This is an optimization exercise on Yosys and OpenROAD, whose aim is a short achievable clock period and few clock cycles, not a production implementation. Only simulation tests tie the RTL to the original design; equivalence was not proved.

## lc3b_core
module lc3b_core
(
    input  logic                        clk,
    input  logic                        rst,
    input  logic                        instr_valid,
    input  logic [16-1:0]     instr,
    output logic                        instr_ready,
    output logic                        wb_valid,
    output logic [2:0]                  wb_dr,
    output logic [16-1:0]     wb_data,
    output logic [2:0]                  wb_cc
);
==> flow/config.mk <==
export PLATFORM = sky130hd
export DESIGN_NAME = lc3b_core
export DESIGN_NICKNAME = lc3b_core
export VERILOG_FILES = /design/flow/design.v
export SDC_FILE = /design/flow/constraint.sdc
export NUM_CORES = 4
export LEC_CHECK = 0
export ABC_CLOCK_PERIOD_IN_PS = 2500
export CAP_MARGIN = 20
export CORE_MARGIN = 2
export CORE_UTILIZATION = 40
export SETUP_SLACK_MARGIN = 5
export SLEW_MARGIN = 20
export SYNTH_MEMORY_MAX_BITS = 8192
export TNS_END_PERCENT = 100
==> flow/constraint.sdc <==
create_clock -name core_clock -period 8.0 [get_ports {clk}]
set_input_delay 1.6000 -clock core_clock [delete_from_list [all_inputs] [get_ports {clk}]]
set_output_delay 1.6000 -clock core_clock [all_outputs]
set_load 0.01 [all_outputs]
run.sh (not shown) runs the stock make flow with config.mk's settings and CLKGATE_MAP_FILE= SYNTH_SCRIPT=/design/flow/synth_recipe.tcl, a recipe that flattens the netlist after the stock synthesis.
Testbench counts at the start, summed over its fixed seeds: cycles 26,789.
Rerun with:
--- a/flow/design.v
+++ b/flow/design.v
@@ -35,44 +35,45 @@
     output logic                        instr_ready,
     output logic                        wb_valid,
     output logic [2:0]                  wb_dr,
     output logic [16-1:0]     wb_data,
     output logic [2:0]                  wb_cc
 );
-localparam int NB = 8;
+localparam int NB = 16;
+localparam int LW = 4;           
 function automatic logic [255:0] decode8(input logic [7:0] x);
     logic [15:0] l;
     logic [15:0] h;
     for (int k = 0; k < 16; k++)
     begin
         l[k] = (x[3:0] == 4'(k));
         h[k] = (x[7:4] == 4'(k));
     end
     for (int k = 0; k < 256; k++)
         decode8[k] = l[k & 15] && h[k >> 4];
 endfunction
 function automatic logic [15:0] mem_read(input logic [255:0][15:0] mem,
-    input logic [NB*5-1:0] lo, input logic [NB-1:0] sel);
-    logic [31:0][15:0] words;
+    input logic [NB*LW-1:0] lo, input logic [NB-1:0] sel);
+    logic [2**LW-1:0][15:0] words;
     logic [15:0] v;
     v = '0;
     for (int b = 0; b < NB; b++)
     begin
-        for (int j = 0; j < 32; j++)
-            words[j] = mem[b * 32 + j];
-        v = v | ({16{sel[b]}} & words[lo[b*5 +: 5]]);
+        for (int j = 0; j < 2**LW; j++)
+            words[j] = mem[b * 2**LW + j];
+        v = v | ({16{sel[b]}} & words[lo[b*LW +: LW]]);
     end
     mem_read = v;
 endfunction
 function automatic logic [NB-1:0] bank_sel(input logic en, input logic [7:0] a);
     for (int b = 0; b < NB; b++)
-        bank_sel[b] = en && a[7:5] == 3'(b);
+        bank_sel[b] = en && a[7:LW] == (8-LW)'(b);
 endfunction
-function automatic logic [NB*5-1:0] bank_lo(input logic en, input logic [7:0] a);
+function automatic logic [NB*LW-1:0] bank_lo(input logic en, input logic [7:0] a);
     for (int b = 0; b < NB; b++)
-        bank_lo[b*5 +: 5] = (en && a[7:5] == 3'(b)) ? a[4:0] : 5'd0;
+        bank_lo[b*LW +: LW] = (en && a[7:LW] == (8-LW)'(b)) ? a[LW-1:0] : LW'(0);
 endfunction
 logic        ready_q;
 logic [15:0] pc;
 logic        q_v;
 logic [1:0]  q_gap;             
 logic [15:0] q_w;
@@ -101,26 +102,26 @@
 logic [3:0]  r_amt;
 logic [15:0] r_res;
 logic [15:0] r_x, r_y, r_s;
 logic        r_x_r1, r_x_r2, r_y_r1, r_y_r2, r_s_r1, r_s_r2, r_s_m1, r_x_m1, r_y_m1;
 logic        r_x_r0, r_y_r0, r_s_r0, r_x_m0, r_y_m0, r_s_m0;
 logic [7:0]  r_off;
-logic [NB*5-1:0] r_alo;
+logic [NB*LW-1:0] r_alo;
 logic [NB-1:0] r_bsel;
 logic [7:0]  r_raddr;
 logic        m_v, m_wr, m_setcc, m_sti, m_st;
 logic [2:0]  m_dr;
 logic [15:0] m_res;
 logic [15:0] m_s;
 logic        m_s_m1;
 logic        m_x_m1, m_y_m1, m_x_m0, m_y_m0, m_s_m0, m_rd2, m_alu2;
 logic [5:0]  m_op;
 logic [3:0]  m_amt;
 logic [15:0] m_x, m_y;
 logic [7:0]  m_addr;
-logic [NB*5-1:0] m_plo;
+logic [NB*LW-1:0] m_plo;
 logic [NB-1:0] m_bsel;
 logic        w_v, w_wr, w_setcc;
 logic [2:0]  w_dr;
 logic [15:0] w_res;
 logic [15:0] rf [8];
 logic [7:0]  rf_zero;           
@@ -423,20 +424,20 @@
 logic [7:0]  m_waddr;
 logic        m_we;
 assign rx = pick4({1'b0, r_x_r2, r_x_r1, r_x_r0}, r_x, m_res, w_res, 16'd0);
 assign ry = pick4({1'b0, r_y_r2, r_y_r1, r_y_r0}, r_y, m_res, w_res, 16'd0);
 assign rs = pick4({1'b0, r_s_r2, r_s_r1, r_s_r0}, r_s, m_res, w_res, 16'd0);
 assign r_alu = alu(r_op & {6{r_late}}, r_amt, rx, ry);
+assign r_mrd = mem_read(dmem, r_alo, r_bsel);
 assign r_addr = rx[8:1] + r_off;           
 logic [255:0] m_wdec;
 logic         r_hit;
 assign m_wdec = decode8(m_waddr);
 assign r_hit = m_we && m_waddr == r_raddr;
-assign r_mrd = mem_read(dmem, r_alo, r_bsel & ~{NB{r_hit}});
-assign r_rdata = r_mrd | ({16{r_hit}} & ms);
-assign r_out = r_alu | r_mrd | pick4({2'b0, r_rd && r_hit, !r_late && !r_rd}, r_res, ms, 16'd0, 16'd0);
+assign r_rdata = r_hit ? ms : r_mrd;
+assign r_out = r_alu | pick4({1'b0, r_rd && r_hit, r_rd && !r_hit, !r_late && !r_rd}, r_res, r_mrd, ms, 16'd0);
 always_ff @(posedge clk)
 begin
     if (rst)
         m_v <= 1'b0;
     else
         m_v <= r_v;
Outcome:
- global-route usage climbs by 1.3 points
- worst setup slack gets worse by 0.074 ns
- count of clock-buffer cells in the layout climbs by 19
- wire length climbs by 5.4%
- via count climbs by 3.4%
- clock skew drops by 0.019 ns
- sequential cell count climbs by 64
- non-clock buffer count climbs by 167
- final area climbs by 0.48%
- sequential share of layout area climbs by 0.26 points
- final cell count climbs by about 4%
- worst hold slack stays flat
- first-iteration DRC count climbs by about 7%
Testbench counts after the change, summed over its fixed seeds: cycles 26,789.

## afterwards: timing with drivers on the ports
The flow's constraints put no driver on any port. The routed layouts listed below were extracted and timed again, unchanged, in two steps.
Step 1 sets driving cells, clkbuf_16 on the clock port and buf_2 on the other inputs (assumed; they add their load-dependent delay and slew).
Step 2 times the ports against the registers' clock, not the clock port: input delays grow and output delays shrink by t, the midpoint of the rising clock arrivals with the driver on.
Three values: ideal ports, drivers, drivers and shift; two values: the first two.
| run | t, ns | setup slack, ns | slew at the worst register clock pin (ns) | worst slew at a driven data input, ns |
|---|---|---|---|---|
| the first run | 1.190 | 4.104 / 4.104 / 3.930 | 0.07 / 0.07 | 0.06 |
| the second run | 1.224 | 4.030 / 4.030 / 3.875 | 0.07 / 0.07 | 0.04 |
After both steps every run listed still meets setup and hold. The setup slack of the first run, which loses most, moves by 0.000 ns with the drivers and by -0.174 ns with both steps.
